Background: an optimization exercise with open tools, aiming at small area, a short achievable clock period and few clock cycles per item. Do not read the settings as production practice.
In this exercise RTL edits were held to simulation tests only and were not proved equivalent to the original.
Power figures rest on the tool's default switching activity, not on a simulated workload.

==> flow/design.v <==
`default_nettype none
package hash_search_pkg;
    localparam int pattern_w    = 8;
    localparam int nibble_w     = 4;
    localparam int bucket_count = 16;
    localparam int bucket_slots = 16;
    localparam int fill_w       = 5;     
    localparam int row_w        = nibble_w * bucket_slots;
    localparam int key_w        = 5;     
    localparam int elem_w       = key_w + nibble_w;
    localparam int list_w       = 3 * elem_w;
endpackage
`default_nettype wire
`timescale 1ns/10ps
`default_nettype none
module bucket_index (
    input  logic                                    clk,
    input  logic                                    reset,
    input  logic                                    store_write,
    input  logic [hash_search_pkg::pattern_w-1:0]   write_data,
    input  logic [hash_search_pkg::pattern_w-1:0]   read_key,
    output logic [hash_search_pkg::row_w-1:0]       row_lo,
    output logic [hash_search_pkg::row_w-1:0]       row_hi,
    output logic [hash_search_pkg::fill_w-1:0]      fill_lo,
    output logic [hash_search_pkg::fill_w-1:0]      fill_hi
);
    localparam int nb = hash_search_pkg::bucket_count;
    localparam int rw = hash_search_pkg::row_w;
    localparam int fw = hash_search_pkg::fill_w;
    logic [nb-1:0][rw-1:0] tab_lo;
    logic [nb-1:0][rw-1:0] tab_hi;
    logic [nb-1:0][fw-1:0] cnt_lo;
    logic [nb-1:0][fw-1:0] cnt_hi;
    logic [nb-1:0]         we_lo;
    logic [nb-1:0]         we_hi;
    always_comb
    begin
        for (int b = 0; b < nb; b++)
        begin
            we_lo[b] = store_write && (write_data[3:0] == b) && !cnt_lo[b][fw-1];
            we_hi[b] = store_write && (write_data[7:4] == b) && !cnt_hi[b][fw-1];
        end
    end
    always_ff @(posedge clk)
    begin
        for (int b = 0; b < nb; b++)
        begin
            if (we_lo[b])
            begin
                tab_lo[b] <= {tab_lo[b][rw-5:0], write_data[7:4]};
            end
            if (we_hi[b])
            begin
                tab_hi[b] <= {tab_hi[b][rw-5:0], write_data[3:0]};
            end
        end
    end
    always_ff @(posedge clk)
    begin
        for (int b = 0; b < nb; b++)
        begin
            if (reset || we_lo[b])
            begin
                cnt_lo[b] <= reset ? '0 : cnt_lo[b] + 1'b1;
            end
            if (reset || we_hi[b])
            begin
                cnt_hi[b] <= reset ? '0 : cnt_hi[b] + 1'b1;
            end
        end
    end
    assign row_lo  = tab_lo[read_key[3:0]];
    assign row_hi  = tab_hi[read_key[7:4]];
    assign fill_lo = cnt_lo[read_key[3:0]];
    assign fill_hi = cnt_hi[read_key[7:4]];
endmodule
`default_nettype wire
`timescale 1ns/10ps
`default_nettype none
module distance_rank #(
    parameter bit skip_same = 1'b0     
) (
    input  logic [hash_search_pkg::row_w-1:0]     row,
    input  logic [hash_search_pkg::fill_w-1:0]    fill,
    input  logic [hash_search_pkg::nibble_w-1:0]  ref_nib,
    input  logic                                  extra_valid,
    input  logic [hash_search_pkg::nibble_w-1:0]  extra_nib,
    output logic [hash_search_pkg::list_w-1:0]    best
);
    localparam int kw = hash_search_pkg::key_w;
    localparam int ew = hash_search_pkg::elem_w;
    localparam int lw = hash_search_pkg::list_w;
    function automatic logic [ew-1:0] elem(input logic valid, input logic [3:0] nib, input logic [3:0] r);
        logic [3:0] x;
        logic [4:0] t;
        x = nib ^ r;
        t[0] = |x;
        t[1] = (x[0] & x[1]) | (x[0] & x[2]) | (x[0] & x[3]) | (x[1] & x[2]) | (x[1] & x[3]) | (x[2] & x[3]);
        t[2] = (x[0] & x[1] & x[2]) | (x[0] & x[1] & x[3]) | (x[0] & x[2] & x[3]) | (x[1] & x[2] & x[3]);
        t[3] = &x;
        t[4] = 1'b0;
        if (!valid || (skip_same && !t[0]))
        begin
            t = '1;
        end
        elem = {t, nib};
    endfunction
    function automatic logic beats(input logic [ew-1:0] b, input logic [ew-1:0] a);
        beats = |(a[ew-1:ew-kw] & ~b[ew-1:ew-kw]);
    endfunction
    logic [ew-1:0] item [17];     
    logic [ew-1:0] grp  [4][3];   
    always_comb
    begin
        for (int k = 0; k < 16; k++)
        begin
            item[k] = elem((15 - k) < fill, row[4*(15-k) +: 4], ref_nib);
        end
        item[16] = elem(extra_valid, extra_nib, ref_nib);
    end
    function automatic logic exactly(input logic [3:0] v, input int n, input int k);
        logic r;
        r = 1'b0;
        if (k == 0)
        begin
            r = 1'b1;
            for (int a = 0; a < n; a++) r = r & !v[a];
        end
        else if (k == 1)
        begin
            for (int a = 0; a < n; a++)
            begin
                logic t;
                t = v[a];
                for (int b = 0; b < n; b++) if (b != a) t = t & !v[b];
                r = r | t;
            end
        end
        else
        begin
            for (int a = 0; a < n; a++)
            begin
                for (int b = a + 1; b < n; b++)
                begin
                    logic t;
                    t = v[a] & v[b];
                    for (int c = 0; c < n; c++) if (c != a && c != b) t = t & !v[c];
                    r = r | t;
                end
            end
        end
        exactly = r;
    endfunction
    for (genvar g = 0; g < 4; g++)
    begin : g_grp
        localparam int n = (g == 3) ? 5 : 4;
        logic [3:0] ahead [n];     
        logic       at [n][3];     
        always_comb
        begin
            for (int i = 0; i < n; i++)
            begin
                int m;
                m = 0;
                ahead[i] = '0;
                for (int j = 0; j < n; j++)
                begin
                    if (j < i)
                    begin
                        ahead[i][m] = !beats(item[4*g+i], item[4*g+j]);
                        m++;
                    end
                    else if (j > i)
                    begin
                        ahead[i][m] = beats(item[4*g+j], item[4*g+i]);
                        m++;
                    end
                end
                for (int k = 0; k < 3; k++)
                begin
                    at[i][k] = exactly(ahead[i], n - 1, k);
                end
            end
            for (int k = 0; k < 3; k++)
            begin
                grp[g][k] = '0;
                for (int i = 0; i < n; i++)
                begin
                    grp[g][k] = grp[g][k] | ({ew{at[i][k]}} & item[4*g+i]);
                end
            end
        end
    end
    logic [ew-1:0] o [3];
    logic          zero [4][3][4];     
    logic          one  [4][3][4];     
    logic          two  [4][3][4];     
    logic          place [4][3][3];    
    always_comb
    begin
        for (int x = 0; x < 4; x++)
        begin
            for (int i = 0; i < 3; i++)
            begin
                for (int y = 0; y < 4; y++)
                begin
                    logic [2:0] f;
                    for (int j = 0; j < 3; j++)
                    begin
                        f[j] = (y < x) ? !beats(grp[x][i], grp[y][j]) : beats(grp[y][j], grp[x][i]);
                    end
                    zero[x][i][y] = !f[0];
                    one[x][i][y]  = f[0] & !f[1];
                    two[x][i][y]  = f[1] & !f[2];
                end
                for (int k = 0; k < 3; k++)
                begin
                    logic r;
                    r = 1'b0;
                    if (k == i)
                    begin
                        r = 1'b1;
                        for (int y = 0; y < 4; y++) if (y != x) r = r & zero[x][i][y];
                    end
                    else if (k == i + 1)
                    begin
                        for (int y = 0; y < 4; y++)
                        begin
                            if (y != x)
                            begin
                                logic t;
                                t = one[x][i][y];
                                for (int z = 0; z < 4; z++) if (z != x && z != y) t = t & zero[x][i][z];
                                r = r | t;
                            end
                        end
                    end
                    else if (k == i + 2)
                    begin
                        for (int y = 0; y < 4; y++)
                        begin
                            if (y != x)
                            begin
                                logic t;
                                t = two[x][i][y];
                                for (int z = 0; z < 4; z++) if (z != x && z != y) t = t & zero[x][i][z];
                                r = r | t;
                                for (int w = y + 1; w < 4; w++)
                                begin
                                    if (w != x)
                                    begin
                                        t = one[x][i][y] & one[x][i][w];
                                        for (int z = 0; z < 4; z++) if (z != x && z != y && z != w) t = t & zero[x][i][z];
                                        r = r | t;
                                    end
                                end
                            end
                        end
                    end
                    place[x][i][k] = r;
                end
            end
        end
        for (int k = 0; k < 3; k++)
        begin
            o[k] = '0;
            for (int x = 0; x < 4; x++)
            begin
                for (int i = 0; i <= k; i++)
                begin
                    o[k] = o[k] | ({ew{place[x][i][k]}} & grp[x][i]);
                end
            end
        end
    end
    assign best = {o[2], o[1], o[0]};
endmodule
`default_nettype wire
`timescale 1ns/10ps
`default_nettype none
module hash_search (
    input  logic                                  clk,
    input  logic                                  reset,
    input  logic                                  load_valid,
    input  logic [hash_search_pkg::pattern_w-1:0] load_data,
    input  logic                                  query_start,
    input  logic [hash_search_pkg::pattern_w-1:0] query_data,
    output logic                                  busy,
    output logic                                  done,
    output logic [1:0]                            match_count,
    output logic [hash_search_pkg::pattern_w-1:0] match0,
    output logic [hash_search_pkg::pattern_w-1:0] match1,
    output logic [hash_search_pkg::pattern_w-1:0] match2,
    output logic [3:0]                            dist0,
    output logic [3:0]                            dist1,
    output logic [3:0]                            dist2
);
    localparam int rw = hash_search_pkg::row_w;
    localparam int fw = hash_search_pkg::fill_w;
    localparam int ew = hash_search_pkg::elem_w;
    localparam int lw = hash_search_pkg::list_w;
    localparam int kw = hash_search_pkg::key_w;
    localparam int ow = kw + 8;     
    localparam int xw = ow + 4;     
    logic          busy_q;
    logic          rank_q;      
    logic          done_q;
    logic          store_full;
    logic [7:0]    store_count;
    logic          load_ok;
    logic          query_ok;
    logic          store_write;
    logic [rw-1:0] row_lo, row_hi;
    logic [fw-1:0] fill_lo, fill_hi;
    logic [rw-1:0] row_lo_q, row_hi_q;
    logic [fw-1:0] fill_lo_q, fill_hi_q;
    logic [7:0]    key_q;
    logic          extra_q;
    logic [7:0]    extra_data_q;
    logic [lw-1:0] best_lo, best_hi;
    logic [lw-1:0] res_lo, res_hi;
    logic [7:0]    res_key;
    assign busy        = busy_q;
    assign done        = done_q;
    assign load_ok     = load_valid && !busy_q;
    assign query_ok    = query_start && !busy_q;
    assign store_write = load_ok && !store_full;
    always_ff @(posedge clk)
    begin
        if (reset)
        begin
            busy_q <= 1'b0;
            rank_q <= 1'b0;
            done_q <= 1'b0;
        end
        else
        begin
            busy_q <= query_ok || rank_q;
            rank_q <= query_ok;
            done_q <= rank_q;
        end
    end
    always_ff @(posedge clk)
    begin
        if (reset)
        begin
            store_count <= '0;
            store_full  <= 1'b0;
        end
        else if (store_write)
        begin
            {store_full, store_count} <= {1'b0, store_count} + 1'b1;
        end
    end
    bucket_index u_index (
        .clk         (clk),
        .reset       (reset),
        .store_write (store_write),
        .write_data  (load_data),
        .read_key    (query_data),
        .row_lo      (row_lo),
        .row_hi      (row_hi),
        .fill_lo     (fill_lo),
        .fill_hi     (fill_hi)
    );
    always_ff @(posedge clk)
    begin
        row_lo_q     <= row_lo;
        row_hi_q     <= row_hi;
        fill_lo_q    <= fill_lo;
        fill_hi_q    <= fill_hi;
        key_q        <= query_data;
        extra_q      <= store_write;
        extra_data_q <= load_data;
    end
    distance_rank #(.skip_same(1'b0)) u_rank_lo (
        .row         (row_lo_q),
        .fill        (fill_lo_q),
        .ref_nib     (key_q[7:4]),
        .extra_valid (extra_q && (extra_data_q[3:0] == key_q[3:0]) && !fill_lo_q[fw-1]),
        .extra_nib   (extra_data_q[7:4]),
        .best        (best_lo)
    );
    distance_rank #(.skip_same(1'b1)) u_rank_hi (
        .row         (row_hi_q),
        .fill        (fill_hi_q),
        .ref_nib     (key_q[3:0]),
        .extra_valid (extra_q && (extra_data_q[7:4] == key_q[7:4]) && !fill_hi_q[fw-1]),
        .extra_nib   (extra_data_q[3:0]),
        .best        (best_hi)
    );
    always_ff @(posedge clk)
    begin
        if (rank_q)
        begin
            res_lo  <= best_lo;
            res_hi  <= best_hi;
            res_key <= key_q;
        end
    end
    function automatic logic beats(input logic [ow-1:0] b, input logic [ow-1:0] a);
        beats = |(a[ow-1:ow-kw] & ~b[ow-1:ow-kw]);
    endfunction
    logic [ow-1:0] a0, a1, a2, b0, b1, b2;
    logic [xw-1:0] xa0, xa1, xa2, xb0, xb1, xb2, o0, o1, o2;
    logic          c00, c10, c01, c20, c11, c02;
    always_comb
    begin
        a0 = {res_lo[0+4 +: kw], res_lo[0 +: 4], res_key[3:0]};
        a1 = {res_lo[9+4 +: kw], res_lo[9 +: 4], res_key[3:0]};
        a2 = {res_lo[18+4 +: kw], res_lo[18 +: 4], res_key[3:0]};
        b0 = {res_hi[0+4 +: kw], res_key[7:4], res_hi[0 +: 4]};
        b1 = {res_hi[9+4 +: kw], res_key[7:4], res_hi[9 +: 4]};
        b2 = {res_hi[18+4 +: kw], res_key[7:4], res_hi[18 +: 4]};
        c00 = beats(b0, a0);
        c10 = beats(b0, a1);
        c01 = beats(b1, a0);
        c20 = beats(b0, a2);
        c11 = beats(b1, a1);
        c02 = beats(b2, a0);
        xa0 = {key_dist(a0), a0};
        xa1 = {key_dist(a1), a1};
        xa2 = {key_dist(a2), a2};
        xb0 = {key_dist(b0), b0};
        xb1 = {key_dist(b1), b1};
        xb2 = {key_dist(b2), b2};
        o0 = c00 ? xb0 : xa0;
        o1 = c00 ? (c01 ? xb1 : xa0) : (c10 ? xb0 : xa1);
        o2 = c00 ? (c01 ? (c02 ? xb2 : xa0) : (c11 ? xb1 : xa1))
                 : (c10 ? (c11 ? xb1 : xa1) : (c20 ? xb0 : xa2));
    end
    function automatic logic [3:0] key_dist(input logic [ow-1:0] e);
        key_dist = {1'b0, e[11], e[9] & !e[11], (e[8] & !e[9]) | (e[10] & !e[11])};
    endfunction
    assign match0 = o0[7:0];
    assign match1 = o1[7:0];
    assign match2 = o2[7:0];
    assign dist0  = o0[xw-1:ow];
    assign dist1  = o1[xw-1:ow];
    assign dist2  = o2[xw-1:ow];
    assign match_count = !o2[ow-1] ? 2'd3
                       : !o1[ow-1] ? 2'd2
                       : !o0[ow-1] ? 2'd1 : 2'd0;
endmodule
`default_nettype wire
==> flow/run.sh <==
#!/bin/bash
# synth_recipe.tcl (not shown) runs the flow's synth.tcl, then flattens the netlist and writes it again
# the make line also repeats each setting of config.mk as NAME=value (left out here)
make -C /OpenROAD-flow-scripts/flow DESIGN_CONFIG=/design/flow/config.mk WORK_HOME=/design/flow/orfs CLKGATE_MAP_FILE= SYNTH_SCRIPT=/design/flow/synth_recipe.tcl finish
==> flow/config.mk <==
export PLATFORM = sky130hd
export DESIGN_NAME = hash_search
export DESIGN_NICKNAME = hash_search
export VERILOG_FILES = /design/flow/design.v
export SDC_FILE = /design/flow/constraint.sdc
export NUM_CORES = 4
export LEC_CHECK = 0
export CAP_MARGIN = 20
export CELL_PAD_IN_SITES_DETAIL_PLACEMENT = 1
export CELL_PAD_IN_SITES_GLOBAL_PLACEMENT = 2
export CORE_MARGIN = 2
export CORE_UTILIZATION = 30
export PLACE_DENSITY = 0.4
export SETUP_SLACK_MARGIN = 5
export SLEW_MARGIN = 20
==> flow/constraint.sdc <==
create_clock -name core_clock -period 10.0 [get_ports {clk}]
set_input_delay 2.0000 -clock core_clock [delete_from_list [all_inputs] [get_ports {clk}]]
set_output_delay 2.0000 -clock core_clock [all_outputs]
set_load 0.01 [all_outputs]
==> summary.txt <==
[final cells by class]
type | count | area [µm²] | area share (%)
Antenna cell | 6 | 15.01 | 0.01010
Clock buffer | 389 | 7983 | 5.371
Clock inverter | 128 | 1300 | 0.8747
Inverter | 57 | 231.5 | 0.1558
Multi-Input combinational cell | 4422 | 50190 | 33.77
Sequential cell | 2437 | 71640 | 48.20
Tap cell | 5016 | 6276 | 4.223
Timing Repair Buffer | 1194 | 10990 | 7.392
[registers in the layout, indices dropped and copies added, names as in the netlist, 27 cells and up]
name / count
u_index.tab_lo: 1024
row_lo_q: 64
u_index.cnt_hi: 80
u_index.tab_hi: 1024
u_index.cnt_lo: 80
res_hi: 27
res_lo: 27
row_hi_q: 64
[worst max path at each step]
| stage | from | end | slack [ns] | cells after the start |
|---|---|---|---|---|
| detailed placement | fill_hi_q[4] | res_hi[22] | 2.04 | 16 |
| global route | key_q[3] | res_hi[19] | 4.54 | 21 |
| CTS | key_q[0] | res_hi[19] | 4.69 | 22 |
| floorplan | load_data[5] | u_index.cnt_hi[20] | 4.25 | 3 |
| global placement | key_q[0] | res_hi[22] | 1.91 | 15 |
| finish | key_q[3] | res_hi[19] | 4.67 | 20 |
[stage by stage]
stage	util, %	total power [µW]	instances	area, µm²	worst slack (ns)
final	39.25	43290	13650	148600	4.667
after global routing	39.25	44900	13650	148600	4.537
after CTS	38.27	41650	13430	144900	4.695
after detailed placement	32.07	25940	12190	121400	2.043
after global placement	32.06	26060	12190	121400	1.912
after floorplan	-	19920	7271	114400	4.245
[cells in the mapped netlist (all sizes together) (33+ instances only)]
cell type,count,share of area (%)
nand3,221,0.97
nand2b,42,0.23
nor3,133,0.61
or3,35,0.19
o211ai,102,0.70
xor2,177,1.4
a22o,47,0.36
a221o,43,0.38
ha,33,0.36
nand4,124,0.69
nor2,392,1.3
a22oi,151,1.0
nor4,108,0.68
clkbuf,199,0.66
a31oi,46,0.26
o21ai,171,0.77
o22ai,94,0.52
inv,57,0.19
a222oi,113,0.99
a21oi,181,0.82
and2,44,0.24
dfxtp,167,2.9
a221oi,47,0.39
xnor2,225,1.9
buf,164,0.83
a211oi,80,0.54
a2111oi,34,0.40
nor2b,61,0.33
o221ai,33,0.27
nand2,410,1.4
mux4,690,14
or2,63,0.35
edfxtp,2270,60
[metal layers]
metal  vias to the layer above  track usage [%]  part of all wire (%)
met3                       665            2.902                   4.6
met1                     40280            34.12                    49
met4                        10            5.522                   2.8
met5                         -                0                 0.016
met2                      2042            33.81                    44
li1                      32750                -                     -
[power by group through the flow]
stage | clock network, µW | registers (µW) | logic (µW)
after global routing | 11000 | 12000 | 21800
final | 10300 | 12000 | 21000
after detailed placement | 0 | 12200 | 13800
after CTS | 10700 | 12000 | 19000
after global placement | 0 | 12200 | 13900
after floorplan | 0 | 11900 | 8050
[cells by family after synthesis]
group,Yosys count,synth area share [%]
adders and majority gates,38,0.4093
and+or+nand+nor,1776,7.952
muxes,716,13.88
buffers and inverters,420,1.668
xor gates and xnor gates,402,3.282
DFF,2437,62.72
other,2,0.006587
AOI/OAI and AO/OA,1477,10.09
[repair_timing]
| item | in CTS | in global routing |
|---|---|---|
| setup buffers | 694 | 203 |
| setup endpoints to repair | 495 | 70 |
| pin swaps | 431 | 239 |
| gates cloned | 25 | 4 |
| resized for setup | 1590 | 389 |
==> results.yml <==
status:
  status: "no timing/DRC/antenna violations"
logic_synthesis:
  synth_enable_flop_cells: 2270
  ys_seq_area_share_pct: 62.72
  avgSynthCellArea_um2: 15.69
  synth-seq-cells: 2437
  syn_area_um2: 114000
  synth_cell_types: 130
  synth_ff_type: "edfxtp_1"
  synthArstFlopShare_pct: 0
  synth_cells: 7268
  ys.warnings.count: 34
setup_path:
  crit_slowest_cell: "or4_4"
  crit_buf_inv: 6
  ff2ff_path_depth: 20
  max_stage_delay_ns: 0.59
  endpoint_kind: "flop"
  crit_chain: "buf_12 > buf_16 > xor2_4 > buf_6 > a221oi_4 > nand2_4 > a221oi_4 > buf_6 > xnor2_4 > o22ai_2 > or4_4 > a222oi_1 > buf_4 > buf_6 > a211oi_2 > a31o_2 > nand4b_1 > nand4_1 > nor4b_2 > nand3_1"
  path_class: "reg -> reg"
  path_max_fanout: 8
  cpMostUsedCell: "buf_6"
  reg2reg_from: "key_q[3]"
  required_ns: 10.59
  cp-start-kind: "flop"
  critical-path-top-delay-family: "simple AND/OR/NAND/NOR gates"
  r2r_slack_ns: 4.67
  arrival_ns: 5.92
  rr_endpoint: "res_hi[19]"
min_path:
  hold_path_class: "reg -> reg"
  whs_path_depth: 0
  hp-start: "u_index.tab_hi[497]"
  min_to: "u_index.tab_hi[501]"
timing:
  hold-worst-slack_ns: 0.4180
  rsz0062_at_grt: "yes"
  final.setup_skew_ns: 0.08488
  relSlewSlack_pct: 19.82
  max_freq_ghz: 0.1875
  post-route-min-period_ns: 5.333
  hold_viol_final: 0
  fin_crit_sh_pct: 53.33
  fin_setup_tns_ns: 0
  tightest_slew_ns: 1.203
  slew_viol_final: 0
  setup_violations: 0
route:
  wl_per_cell_um: 32.30
  dr.first_iter.drc_count: 6350
  vias: 75750
  viasPerCell: 5.550
  wirelength_mm: 440.8
  drc: 0
  final_antenna_net_count: 0
  dr.pass1.iters: 9
final_layout:
  layout.nets: 8455
  nFillCells: 37340
  final_layout_size_suffix_gt1_share_pct: 42.08
  areaGrowthSynthToFinish_pct: 30.35
  final_common_cell: "edfxtp_1"
  layout_common_cells: "edfxtp_1 (2270), buf_4 (913), mux4_2 (690), nand2_1 (339), nor2_1 (307)"
power_and_ir_drop:
  netSwitchingFraction_pct: 39.79
  worst_ir_drop_vdd_uv: 210.0
  pwr-share-clk_pct: 23.8
  combPwrFrac_pct: 48.4
  p_int_uw: 26070
  p_per_area_nw_per_um2: 291.3
  p_switching_uw: 17230
  power_frac_seq_pct: 27.8
  leakagePower_uw: 0.04837
job:
  maxCapViolations: 0
die:
  fp.dieArea_um2: 385000
  initial_utilization_pct: 30.11
  fp.dieW_um: 620.5
  rows: 226
  ioPinCount: 60
  core_area_um2: 378600
  fp.dieH_um: 620.5
clock_tree:
  cts-htree-levels: 5
  cts-root-buf: "clkbuf_16"
  cts.sink_count: 2437
  clk_pin_slew_ns: 0.06
  cts_buffers: 290
  hold_buffers: 0
  cts_tree: "built"
  cts_buffer_depth: 4
  clock_latency_ns: 0.91
global_route:
  grt_start_max_net_pins: 96
  first_global_vias: 79880
  grt_overflow_total: 0
  antenna_found_initial: 53
  grt_usage_pct: 22.48
  grt_pass1_wl_mm: 625.3
place:
  post-dp-hpwl_mm: 305.2
  portBuffers: 56
  gp_congestion: 0.8832
Testbench counts, summed over its fixed seeds: cycles 8,795, queries 2,400.

separate check: timing with driven ports:
The flow's constraints put no driver on any port. The routed layout listed below was extracted and timed again, unchanged, in two steps.
Step 1 sets driving cells, clkbuf_16 on the clock port and buf_2 on the other inputs (assumed; they add their load-dependent delay and slew).
Step 2 moves the port delays by t, midway between the first and last clock arrival at a register: inputs arrive t later, outputs are due t later. That takes back most of the time a late clock gives input paths.
a / b / c = ideal / step 1 / step 2; a / b = the first two.
t (ns): 0.971
slack for setup (ns): 4.667 / 4.667 / 4.580
worst setup path after step 2: input to register
clock arrival spread, ns: 0.106 / 0.106
cell pins on the clock port's net: 1
After both steps setup and hold are still met in this run. For this run, drivers alone change the setup slack by 0.000 ns; drivers and shift together by -0.087 ns.
